This is an optimization exercise on Yosys and OpenROAD, whose aim is small area, a short achievable clock period and few clock cycles per item, not a production implementation.
At most, simulation tests tie the RTL to the original design; equivalence was not proved.

==> inputs of job 4711 <==
Design longest_prefix_route_lookup, start of the top module:
module longest_prefix_route_lookup
(
    input  logic               clk,
    input  logic               rst_n,
    input  logic               req_valid,
    output logic               req_ready,
    input  logic               req_func,
    input  logic [INDEX_W-1:0] req_entry_index,
    input  logic               req_entry_valid,
    input  logic [ADDR_W-1:0]  req_entry_prefix,
    input  logic [ADDR_W-1:0]  req_entry_mask,
    input  logic [ADDR_W-1:0]  req_lookup_addr,
    output logic               rsp_valid,
    input  logic               rsp_ready,
    output logic               rsp_hit,
    output logic [INDEX_W-1:0] rsp_best_index,
    output logic [LEN_W-1:0]   rsp_best_length
);
    logic [ENTRIES-1:0][ADDR_W-1:1] c1_mem;
    logic [ENTRIES-1:0][ADDR_W-1:1] c0_mem;
    logic [ENTRIES-1:0]             c1_b0;
    logic [ENTRIES-1:0]             c0_b0;
    logic [ENTRIES-1:0][2:0]        len543_mem;
    logic [ENTRIES-1:0][1:0]        len21_mem;
    logic [ENTRIES-1:0]             len0_mem;
    logic               adv;
    logic               acc;
    logic               wr;
    logic [ENTRIES-1:0] wr_sel;
    logic [ADDR_W-1:0]  wr_c1;
    logic [ADDR_W-1:0]  wr_c0;
    logic [LEN_W-1:0]   wr_len;
    logic               s1_v;
    logic [ENTRIES-1:0] s1_alive;
    logic               s2_v;
    logic [ENTRIES-1:0] s2_alive;
    logic [2:0]         s2_len;
    logic               s3_v;
    logic [ENTRIES-1:0] s3_alive;
    logic [4:0]         s3_len;
    logic               wa_v;
    logic [INDEX_W-1:0] wa_idx;
    logic [2:0]         wa_len;
    logic               wb_v;
    logic [INDEX_W-1:0] wb_idx;
    logic               wb_len;
    logic               out_v;
    logic               out_hit;
    logic [INDEX_W-1:0] out_idx;
    logic [LEN_W-1:0]   out_len;
  ...
make LEC_CHECK=0 ABC_CLOCK_PERIOD_IN_PS=2500 CAP_MARGIN=20 CORE_MARGIN=2 CORE_UTILIZATION=40 CTS_BUF_LIST=sky130_fd_sc_hd__clkbuf_8 CTS_CLUSTER_DIAMETER=50 CTS_CLUSTER_SIZE=16 SETUP_SLACK_MARGIN=2.5 SLEW_MARGIN=20 finish   # period 5.0 ns
run.sh (not shown) runs the stock make flow with config.mk's settings and CLKGATE_MAP_FILE= SYNTH_SCRIPT=/design/flow/synth_recipe.tcl, a recipe that flattens the netlist after the stock synthesis.
==> inputs of job 109, as changes to job 4711 <==
==> flow/design.v (replaced) <==
package lprl_pkg;
    localparam int ENTRIES = 16;
    localparam int ADDR_W  = 32;
    localparam int INDEX_W = 4;
    localparam int LEN_W   = 6;
    function automatic logic [LEN_W-1:0] lead_ones(input logic [ADDR_W-1:0] m);
        logic [LEN_W-1:0] n;
        n = LEN_W'(ADDR_W);
        for (int i = 0; i < ADDR_W; i++)
        begin
            if (!m[i])
            begin
                n = LEN_W'(ADDR_W - 1 - i);
            end
        end
        lead_ones = n;
    endfunction
endpackage
import lprl_pkg::*;
module lprl_ctrl
(
    input  logic [ENTRIES-1:0] alive_in,
    input  logic [ENTRIES-1:0] b1,
    input  logic [ENTRIES-1:0] b0,
    output logic [ENTRIES-1:0] alive_out,
    output logic [1:0]         best
);
    logic any_hi;
    logic any_11;
    logic any_b0;
    assign any_hi = |(alive_in & b1);
    assign any_11 = |(alive_in & b1 & b0);
    assign any_b0 = |(alive_in & b0);
    assign best[1] = any_hi;
    assign best[0] = any_hi ? any_11 : any_b0;
    always_comb
    begin
        for (int i = 0; i < ENTRIES; i++)
        begin
            alive_out[i] = alive_in[i] && (b1[i] == best[1]) && (b0[i] == best[0]);
        end
    end
endmodule
module lprl_step1
(
    input  logic [ENTRIES-1:0] alive_in,
    input  logic [ENTRIES-1:0] b1,
    input  logic [ENTRIES-1:0] b0,
    output logic               hit,
    output logic [INDEX_W-1:0] idx,
    output logic [1:0]         best
);
    logic [ENTRIES-1:0] set11;
    logic [ENTRIES-1:0] set1x;
    logic [INDEX_W-1:0] idx11;
    logic [INDEX_W-1:0] idx1x;
    logic [INDEX_W-1:0] idx_all;
    assign set11 = alive_in & b1 & b0;
    assign set1x = alive_in & b1;
    assign best[1] = |set1x;
    assign best[0] = |set11;
    assign hit     = |alive_in;
    always_comb
    begin
        idx11   = '0;
        idx1x   = '0;
        idx_all = '0;
        for (int i = ENTRIES - 1; i >= 0; i--)
        begin
            if (set11[i])
            begin
                idx11 = INDEX_W'(i);
            end
            if (set1x[i])
            begin
                idx1x = INDEX_W'(i);
            end
            if (alive_in[i])
            begin
                idx_all = INDEX_W'(i);
            end
        end
    end
    assign idx = best[0] ? idx11 : (best[1] ? idx1x : idx_all);
endmodule
import lprl_pkg::*;
module lprl_dp
(
    input  logic [ADDR_W-1:0]              addr,
    input  logic [ENTRIES-1:0][ADDR_W-1:0] c1,
    input  logic [ENTRIES-1:0][ADDR_W-1:0] c0,
    output logic [ENTRIES-1:0]             match_hi,
    output logic [ENTRIES-1:0]             match_lo
);
    always_comb
    begin
        for (int i = 0; i < ENTRIES; i++)
        begin
            match_hi[i] = (((c1[i][31:16] & ~addr[31:16]) | (c0[i][31:16] & addr[31:16])) == '0);
            match_lo[i] = (((c1[i][15:0] & ~addr[15:0]) | (c0[i][15:0] & addr[15:0])) == '0);
        end
    end
endmodule
import lprl_pkg::*;
module longest_prefix_route_lookup
(
    input  logic               clk,
    input  logic               rst_n,
    input  logic               req_valid,
    output logic               req_ready,
    input  logic               req_func,
    input  logic [INDEX_W-1:0] req_entry_index,
    input  logic               req_entry_valid,
    input  logic [ADDR_W-1:0]  req_entry_prefix,
    input  logic [ADDR_W-1:0]  req_entry_mask,
    input  logic [ADDR_W-1:0]  req_lookup_addr,
    output logic               rsp_valid,
    input  logic               rsp_ready,
    output logic               rsp_hit,
    output logic [INDEX_W-1:0] rsp_best_index,
    output logic [LEN_W-1:0]   rsp_best_length
);
    logic [ENTRIES-1:0][ADDR_W-1:1] c1_mem;
    logic [ENTRIES-1:0][ADDR_W-1:1] c0_mem;
    logic [ENTRIES-1:0]             c1_b0;
    logic [ENTRIES-1:0]             c0_b0;
    logic [ENTRIES-1:0][1:0]        k43_mem;
    logic [ENTRIES-1:0][1:0]        k21_mem;
    logic [ENTRIES-1:0][1:0]        k0f_mem;
    logic               adv;
    logic               acc;
    logic               wr;
    logic [ENTRIES-1:0] wr_sel;
    logic [ADDR_W-1:0]  wr_c1;
    logic [ADDR_W-1:0]  wr_c0;
    logic [LEN_W-1:0]   wr_len;
    logic [LEN_W-1:0]   wr_key;
    logic               s1_v;
    logic [ENTRIES-1:0] s1_hi;
    logic [ENTRIES-1:0] s1_lo;
    logic [ENTRIES-1:0] s1_alive;
    logic               s2_v;
    logic [ENTRIES-1:0] s2_alive;
    logic [1:0]         s2_key;
    logic               s3_v;
    logic [ENTRIES-1:0] s3_alive;
    logic [3:0]         s3_key;
    logic               wa_v;
    logic [INDEX_W-1:0] wa_idx;
    logic [3:0]         wa_key;
    logic               wb_v;
    logic [INDEX_W-1:0] wb_idx;
    logic [1:0]         wb_key;
    logic               out_v;
    logic               out_hit;
    logic [INDEX_W-1:0] out_idx;
    logic [LEN_W-1:0]   out_len;
    logic               sk_v;
    logic               sk_hit;
    logic [INDEX_W-1:0] sk_idx;
    logic [LEN_W-1:0]   sk_len;
    logic               rdy_q;
    assign adv       = !sk_v;
    assign req_ready = rdy_q;
    assign acc       = req_valid && adv;
    assign wr        = acc && (req_func == 1'b0);
    always_comb
    begin
        for (int i = 0; i < ENTRIES; i++)
        begin
            wr_sel[i] = wr && (req_entry_index == INDEX_W'(i));
        end
    end
    assign wr_c1  = (req_entry_prefix & req_entry_mask) | {31'd0, !req_entry_valid};
    assign wr_c0  = (~req_entry_prefix & req_entry_mask) | {31'd0, !req_entry_valid};
    assign wr_len = lprl_pkg::lead_ones(req_entry_mask);
    assign wr_key = {wr_len[5], wr_len[4:0] | {5{wr_len[5]}}};
    always_ff @(posedge clk)
    begin
        for (int i = 0; i < ENTRIES; i++)
        begin
            if (wr_sel[i])
            begin
                c1_mem[i]  <= wr_c1[ADDR_W-1:1];
                c0_mem[i]  <= wr_c0[ADDR_W-1:1];
                k43_mem[i] <= wr_key[4:3];
            end
            if (adv && wa_v && (wa_idx == INDEX_W'(i)))
            begin
                k21_mem[i] <= wa_key[3:2];
            end
            if (adv && wb_v && (wb_idx == INDEX_W'(i)))
            begin
                k0f_mem[i] <= wb_key;
            end
        end
    end
    always_ff @(posedge clk or negedge rst_n)
    begin
        if (!rst_n)
        begin
            c1_b0 <= '1;
            c0_b0 <= '1;
        end
        else
        begin
            for (int i = 0; i < ENTRIES; i++)
            begin
                if (wr_sel[i])
                begin
                    c1_b0[i] <= wr_c1[0];
                    c0_b0[i] <= wr_c0[0];
                end
            end
        end
    end
    logic [ENTRIES-1:0] match_hi;
    logic [ENTRIES-1:0] match_lo;
    logic [ENTRIES-1:0][ADDR_W-1:0] c1_all;
    logic [ENTRIES-1:0][ADDR_W-1:0] c0_all;
    always_comb
    begin
        for (int i = 0; i < ENTRIES; i++)
        begin
            c1_all[i] = {c1_mem[i], c1_b0[i]};
            c0_all[i] = {c0_mem[i], c0_b0[i]};
        end
    end
    lprl_dp u_dp (
        .addr     (req_lookup_addr),
        .c1       (c1_all),
        .c0       (c0_all),
        .match_hi (match_hi),
        .match_lo (match_lo)
    );
    assign s1_alive = s1_hi & s1_lo;
    logic [ENTRIES-1:0] k4, k3, k2, k1, k0, kf;
    logic [ENTRIES-1:0] alive2, alive3;
    logic [1:0]         best43, best21, best0f;
    always_comb
    begin
        for (int i = 0; i < ENTRIES; i++)
        begin
            k4[i] = k43_mem[i][1];
            k3[i] = k43_mem[i][0];
            k2[i] = k21_mem[i][1];
            k1[i] = k21_mem[i][0];
            k0[i] = k0f_mem[i][1];
            kf[i] = k0f_mem[i][0];
        end
    end
    lprl_ctrl u_st43 (.alive_in(s1_alive), .b1(k4), .b0(k3), .alive_out(alive2), .best(best43));
    lprl_ctrl u_st21 (.alive_in(s2_alive), .b1(k2), .b0(k1), .alive_out(alive3), .best(best21));
    logic               enc_hit;
    logic [INDEX_W-1:0] enc_idx;
    logic [LEN_W-1:0]   enc_len;
    lprl_step1 u_st0f (.alive_in(s3_alive), .b1(k0), .b0(kf), .hit(enc_hit), .idx(enc_idx), .best(best0f));
    assign enc_len = best0f[0] ? LEN_W'(32) : {1'b0, s3_key, best0f[1]};
    always_ff @(posedge clk)
    begin
        if (adv)
        begin
            s1_hi    <= (req_func == 1'b1) ? match_hi : '0;
            s1_lo    <= match_lo;
            s2_alive <= alive2;
            s2_key   <= best43;
            s3_alive <= alive3;
            s3_key   <= {s2_key, best21};
            wa_idx   <= req_entry_index;
            wa_key   <= {wr_key[2:0], wr_key[5]};
            wb_idx   <= wa_idx;
            wb_key   <= wa_key[1:0];
        end
    end
    always_ff @(posedge clk or negedge rst_n)
    begin
        if (!rst_n)
        begin
            s1_v <= 1'b0;
            s2_v <= 1'b0;
            s3_v <= 1'b0;
            wa_v <= 1'b0;
            wb_v <= 1'b0;
        end
        else if (adv)
        begin
            s1_v <= acc;
            s2_v <= s1_v;
            s3_v <= s2_v;
            wa_v <= wr;
            wb_v <= wa_v;
        end
    end
    logic push;
    assign push = adv && s3_v;
    always_ff @(posedge clk or negedge rst_n)
    begin
        if (!rst_n)
        begin
            out_v <= 1'b0;
            sk_v  <= 1'b0;
            rdy_q <= 1'b1;
        end
        else
        begin
            out_v <= sk_v || push || (out_v && !rsp_ready);
            sk_v  <= (sk_v || push) && out_v && !rsp_ready;
            rdy_q <= !((sk_v || push) && out_v && !rsp_ready);
        end
    end
    always_ff @(posedge clk)
    begin
        if (!out_v || rsp_ready)
        begin
            if (sk_v)
            begin
                out_hit <= sk_hit;
                out_idx <= sk_idx;
                out_len <= sk_len;
            end
            else
            begin
                out_hit <= enc_hit;
                out_idx <= enc_idx;
                out_len <= enc_len;
            end
        end
        if (!sk_v)
        begin
            sk_hit <= enc_hit;
            sk_idx <= enc_idx;
            sk_len <= enc_len;
        end
    end
    assign rsp_valid       = out_v;
    assign rsp_hit         = out_hit;
    assign rsp_best_index  = out_idx;
    assign rsp_best_length = out_len;
endmodule
==> flow/flow/run.sh (new file) <==
#!/bin/bash
# The standard layout with a few settings of ORFS's own changed:
#  - port buffers are buf_2 instead of the delay cell buffer_ports picks by default
#  - the resizer may swap a cell for one with another footprint
#  - clock tree: large sink clusters of clkbuf_16, no dummy loads
set -uo pipefail
bash standard.sh \
  MATCH_CELL_FOOTPRINT=0 \
  "BUFFER_PORTS_ARGS=-buffer_cell sky130_fd_sc_hd__buf_2" \
  "CTS_ARGS=-sink_clustering_enable -repair_clock_nets -buf_list sky130_fd_sc_hd__clkbuf_16 -sink_clustering_size 28 -sink_clustering_max_diameter 120 -dont_use_dummy_load" \
  finish > flow.log 2>&1
==> flow/standard.sh (new file) <==
#!/bin/bash
# synth_recipe.tcl (not shown) runs the flow's synth.tcl, then flattens the netlist and writes it again
# the make line also repeats each setting of config.mk as NAME=value (left out here)
make -C /OpenROAD-flow-scripts/flow DESIGN_CONFIG=/design/flow/config.mk WORK_HOME=/design/flow/orfs CLKGATE_MAP_FILE= SYNTH_SCRIPT=/design/flow/synth_recipe.tcl "${@:-finish}"
Settings changed: CTS_BUF_LIST sky130_fd_sc_hd__clkbuf_8 to default, CTS_CLUSTER_DIAMETER 50 to default, CTS_CLUSTER_SIZE 16 to default, SETUP_SLACK_MARGIN 2.5 to 3.0, TNS_END_PERCENT from default to 5.
removed: flow/run.sh
==> inputs of job 1281, as changes to job 4711 <==
--- a/flow/design.v
+++ b/flow/design.v
@@ -40,35 +40,59 @@
             alive_out[i] = alive_in[i] && (b1[i] == best[1]) && (b0[i] == best[0]);
         end
     end
 endmodule
 module lprl_step1
 (
     input  logic [ENTRIES-1:0] alive_in,
     input  logic [ENTRIES-1:0] b0,
-    output logic [ENTRIES-1:0] alive_out,
+    output logic               hit,
+    output logic [INDEX_W-1:0] idx,
     output logic               best
 );
-    assign best      = |(alive_in & b0);
-    assign alive_out = alive_in & (b0 | {ENTRIES{!best}});
+    logic [ENTRIES-1:0] set;
+    logic [INDEX_W-1:0] idx_set;
+    logic [INDEX_W-1:0] idx_all;
+    assign set  = alive_in & b0;
+    assign best = |set;
+    assign hit  = |alive_in;
+    always_comb
+    begin
+        idx_set = '0;
+        idx_all = '0;
+        for (int i = ENTRIES - 1; i >= 0; i--)
+        begin
+            if (set[i])
+            begin
+                idx_set = INDEX_W'(i);
+            end
+            if (alive_in[i])
+            begin
+                idx_all = INDEX_W'(i);
+            end
+        end
+    end
+    assign idx = best ? idx_set : idx_all;
 endmodule
 import lprl_pkg::*;
 module lprl_dp
 (
     input  logic [ADDR_W-1:0]              addr,
     input  logic [ENTRIES-1:0][ADDR_W-1:0] c1,
     input  logic [ENTRIES-1:0][ADDR_W-1:0] c0,
-    output logic [ENTRIES-1:0]             match
+    output logic [ENTRIES-1:0]             match_hi,
+    output logic [ENTRIES-1:0]             match_lo
 );
     always_comb
     begin
         for (int i = 0; i < ENTRIES; i++)
         begin
-            match[i] = (((c1[i] & ~addr) | (c0[i] & addr)) == '0);
+            match_hi[i] = (((c1[i][31:16] & ~addr[31:16]) | (c0[i][31:16] & addr[31:16])) == '0);
+            match_lo[i] = (((c1[i][15:0] & ~addr[15:0]) | (c0[i][15:0] & addr[15:0])) == '0);
         end
     end
 endmodule
 import lprl_pkg::*;
 module longest_prefix_route_lookup
 (
     input  logic               clk,
     input  logic               rst_n,
@@ -96,16 +120,18 @@
     logic               adv;
     logic               acc;
     logic               wr;
     logic [ENTRIES-1:0] wr_sel;
     logic [ADDR_W-1:0]  wr_c1;
     logic [ADDR_W-1:0]  wr_c0;
     logic [LEN_W-1:0]   wr_len;
     logic               s1_v;
+    logic [ENTRIES-1:0] s1_hi;
+    logic [ENTRIES-1:0] s1_lo;
     logic [ENTRIES-1:0] s1_alive;
     logic               s2_v;
     logic [ENTRIES-1:0] s2_alive;
     logic [2:0]         s2_len;
     logic               s3_v;
     logic [ENTRIES-1:0] s3_alive;
     logic [4:0]         s3_len;
     logic               wa_v;
@@ -170,35 +196,38 @@
                 if (wr_sel[i])
                 begin
                     c1_b0[i] <= wr_c1[0];
                     c0_b0[i] <= wr_c0[0];
                 end
             end
         end
     end
-    logic [ENTRIES-1:0] match;
+    logic [ENTRIES-1:0] match_hi;
+    logic [ENTRIES-1:0] match_lo;
     logic [ENTRIES-1:0][ADDR_W-1:0] c1_all;
     logic [ENTRIES-1:0][ADDR_W-1:0] c0_all;
     always_comb
     begin
         for (int i = 0; i < ENTRIES; i++)
         begin
             c1_all[i] = {c1_mem[i], c1_b0[i]};
             c0_all[i] = {c0_mem[i], c0_b0[i]};
         end
     end
     lprl_dp u_dp (
         .addr  (req_lookup_addr),
         .c1    (c1_all),
         .c0    (c0_all),
-        .match (match)
+        .match_hi (match_hi),
+        .match_lo (match_lo)
     );
+    assign s1_alive = s1_hi & s1_lo;
     logic [ENTRIES-1:0] b5, b4, b3, b2, b1, b0;
-    logic [ENTRIES-1:0] alive43, alive2, alive3, alive4;
+    logic [ENTRIES-1:0] alive43, alive2, alive3;
     logic [1:0]         best43, best21;
     logic               any32;
     logic               best0;
     always_comb
     begin
         for (int i = 0; i < ENTRIES; i++)
         begin
             b5[i] = len543_mem[i][2];
@@ -208,38 +237,27 @@
             b1[i] = len21_mem[i][0];
             b0[i] = len0_mem[i];
         end
     end
     assign any32  = |(s1_alive & b5);
     lprl_ctrl u_st43 (.alive_in(s1_alive), .b1(b4), .b0(b3), .alive_out(alive43), .best(best43));
     assign alive2 = any32 ? (s1_alive & b5) : alive43;
     lprl_ctrl  u_st21 (.alive_in(s2_alive), .b1(b2), .b0(b1), .alive_out(alive3), .best(best21));
-    lprl_step1 u_st0  (.alive_in(s3_alive), .b0(b0), .alive_out(alive4), .best(best0));
     logic               enc_hit;
     logic [INDEX_W-1:0] enc_idx;
     logic [LEN_W-1:0]   enc_len;
-    always_comb
-    begin
-        enc_hit = |alive4;
-        enc_idx = '0;
-        for (int i = ENTRIES - 1; i >= 0; i--)
-        begin
-            if (alive4[i])
-            begin
-                enc_idx = INDEX_W'(i);
-            end
-        end
-    end
+    lprl_step1 u_st0  (.alive_in(s3_alive), .b0(b0), .hit(enc_hit), .idx(enc_idx), .best(best0));
     assign enc_len = {s3_len, best0};
     always_ff @(posedge clk)
     begin
         if (adv)
         begin
-            s1_alive <= (req_func == 1'b1) ? match : '0;
+            s1_hi    <= (req_func == 1'b1) ? match_hi : '0;
+            s1_lo    <= match_lo;
             s2_alive <= alive2;
             s2_len   <= {any32, any32 ? 2'b00 : best43};
             s3_alive <= alive3;
             s3_len   <= {s2_len, best21};
             wa_idx   <= req_entry_index;
             wa_len   <= wr_len[2:0];
             wb_idx   <= wa_idx;
             wb_len   <= wa_len[0];
==> flow/flow/run.sh (new file) <==
#!/bin/bash
# The standard layout with a few settings of ORFS's own changed:
#  - port buffers are buf_2 instead of the delay cell buffer_ports picks by default
#  - the resizer may swap a cell for one with another footprint
#  - clock tree: large sink clusters of clkbuf_16, no dummy loads
set -uo pipefail
bash standard.sh \
  MATCH_CELL_FOOTPRINT=0 \
  "BUFFER_PORTS_ARGS=-buffer_cell sky130_fd_sc_hd__buf_2" \
  "CTS_ARGS=-sink_clustering_enable -repair_clock_nets -buf_list sky130_fd_sc_hd__clkbuf_16 -sink_clustering_size 28 -sink_clustering_max_diameter 120 -dont_use_dummy_load" \
  finish > flow.log 2>&1
==> flow/standard.sh (new file) <==
#!/bin/bash
# synth_recipe.tcl (not shown) runs the flow's synth.tcl, then flattens the netlist and writes it again
# the make line also repeats each setting of config.mk as NAME=value (left out here)
make -C /OpenROAD-flow-scripts/flow DESIGN_CONFIG=/design/flow/config.mk WORK_HOME=/design/flow/orfs CLKGATE_MAP_FILE= SYNTH_SCRIPT=/design/flow/synth_recipe.tcl "${@:-finish}"
Settings changed: CTS_BUF_LIST sky130_fd_sc_hd__clkbuf_8 to sky130_fd_sc_hd__clkbuf_16, CTS_CLUSTER_DIAMETER 50 to 120, CTS_CLUSTER_SIZE 16 to 28.
removed: flow/run.sh
==> impl_metrics.json <==
{
  "n_all_inverters": 41,
  "status": "no timing/DRC/antenna violations",
  "die_x_um": 347,
  "multi_input_cells": 1269,
  "grt_antenna_before_repair": 9,
  "async_flop_share": 0.0324,
  "clk_share": 0.0241,
  "slowest_delay_ns": 0.60,
  "reg2reg_depth": 5
}
Source of the figures above: job 109

==> impl_metrics.json <==
{
  "die_x_um": 344,
  "multi_input_cells": 1240,
  "wl_met3_um": 17900,
  "grt_antenna_before_repair": 10,
  "clk_share": 0.0442,
  "slowest_delay_ns": 0.56,
  "async_flop_share": 0.0320,
  "status": "no timing/DRC/antenna violations",
  "reg2reg_depth": 7,
  "n_all_inverters": 54
}
Source of the figures above: job 4711

==> impl_metrics.json <==
{
  "async_flop_share": 0.0316,
  "reg2reg_depth": 8,
  "ant_nets": 0,
  "status": "no timing/DRC/antenna violations",
  "grt_antenna_before_repair": 10,
  "die_x_um": 346,
  "multi_input_cells": 1252,
  "hold_violations": 0,
  "n_all_inverters": 29,
  "synth_top_family_by_area": "multiplexers"
}
Source of the figures above: job 1281

Testbench counts of job 109, summed over its fixed seeds: cycles 2,560, items 2,528.
Testbench counts of job 1281, summed over its fixed seeds: cycles 2,560, items 2,528.
No functional check of the RTL was part of job 4711.

what the ideal ports hide:
In the flow no input, the clock included, has a driving cell. The finished layouts below were timed again as built, in two steps. Step 1 (the two cells are an assumption about what drives the block):
set clk [get_ports {clk}]
set_driving_cell -lib_cell sky130_fd_sc_hd__clkbuf_16 $clk
set_driving_cell -lib_cell sky130_fd_sc_hd__buf_2 [delete_from_list [all_inputs] $clk]
Step 2 moves the port delays by t, midway between the first and last clock arrival at a register: inputs arrive t later, outputs are due t later. That takes back most of the time a late clock gives input paths. Slacks: ideal / step 1 / step 2; pairs: ideal / step 1.
| run | t, ns | setup WS [ns] | latest minus earliest clock arrival (ns) | worst data-port slew with drivers (ns) |
|---|---|---|---|---|
| job 4711 | 0.863 | 2.451 / 2.473 / 1.611 | 0.092 / 0.091 | 0.10 |
| job 109 | 0.736 | 2.635 / 2.600 / 1.927 | 0.116 / 0.116 | 0.08 |
| job 1281 | 0.737 | 2.503 / 2.427 / 1.889 | 0.112 / 0.112 | 0.13 |
After both steps setup and hold are still met in every run listed. The setup slack of job 4711, which loses most, moves by +0.022 ns with the drivers and by -0.840 ns with both steps.
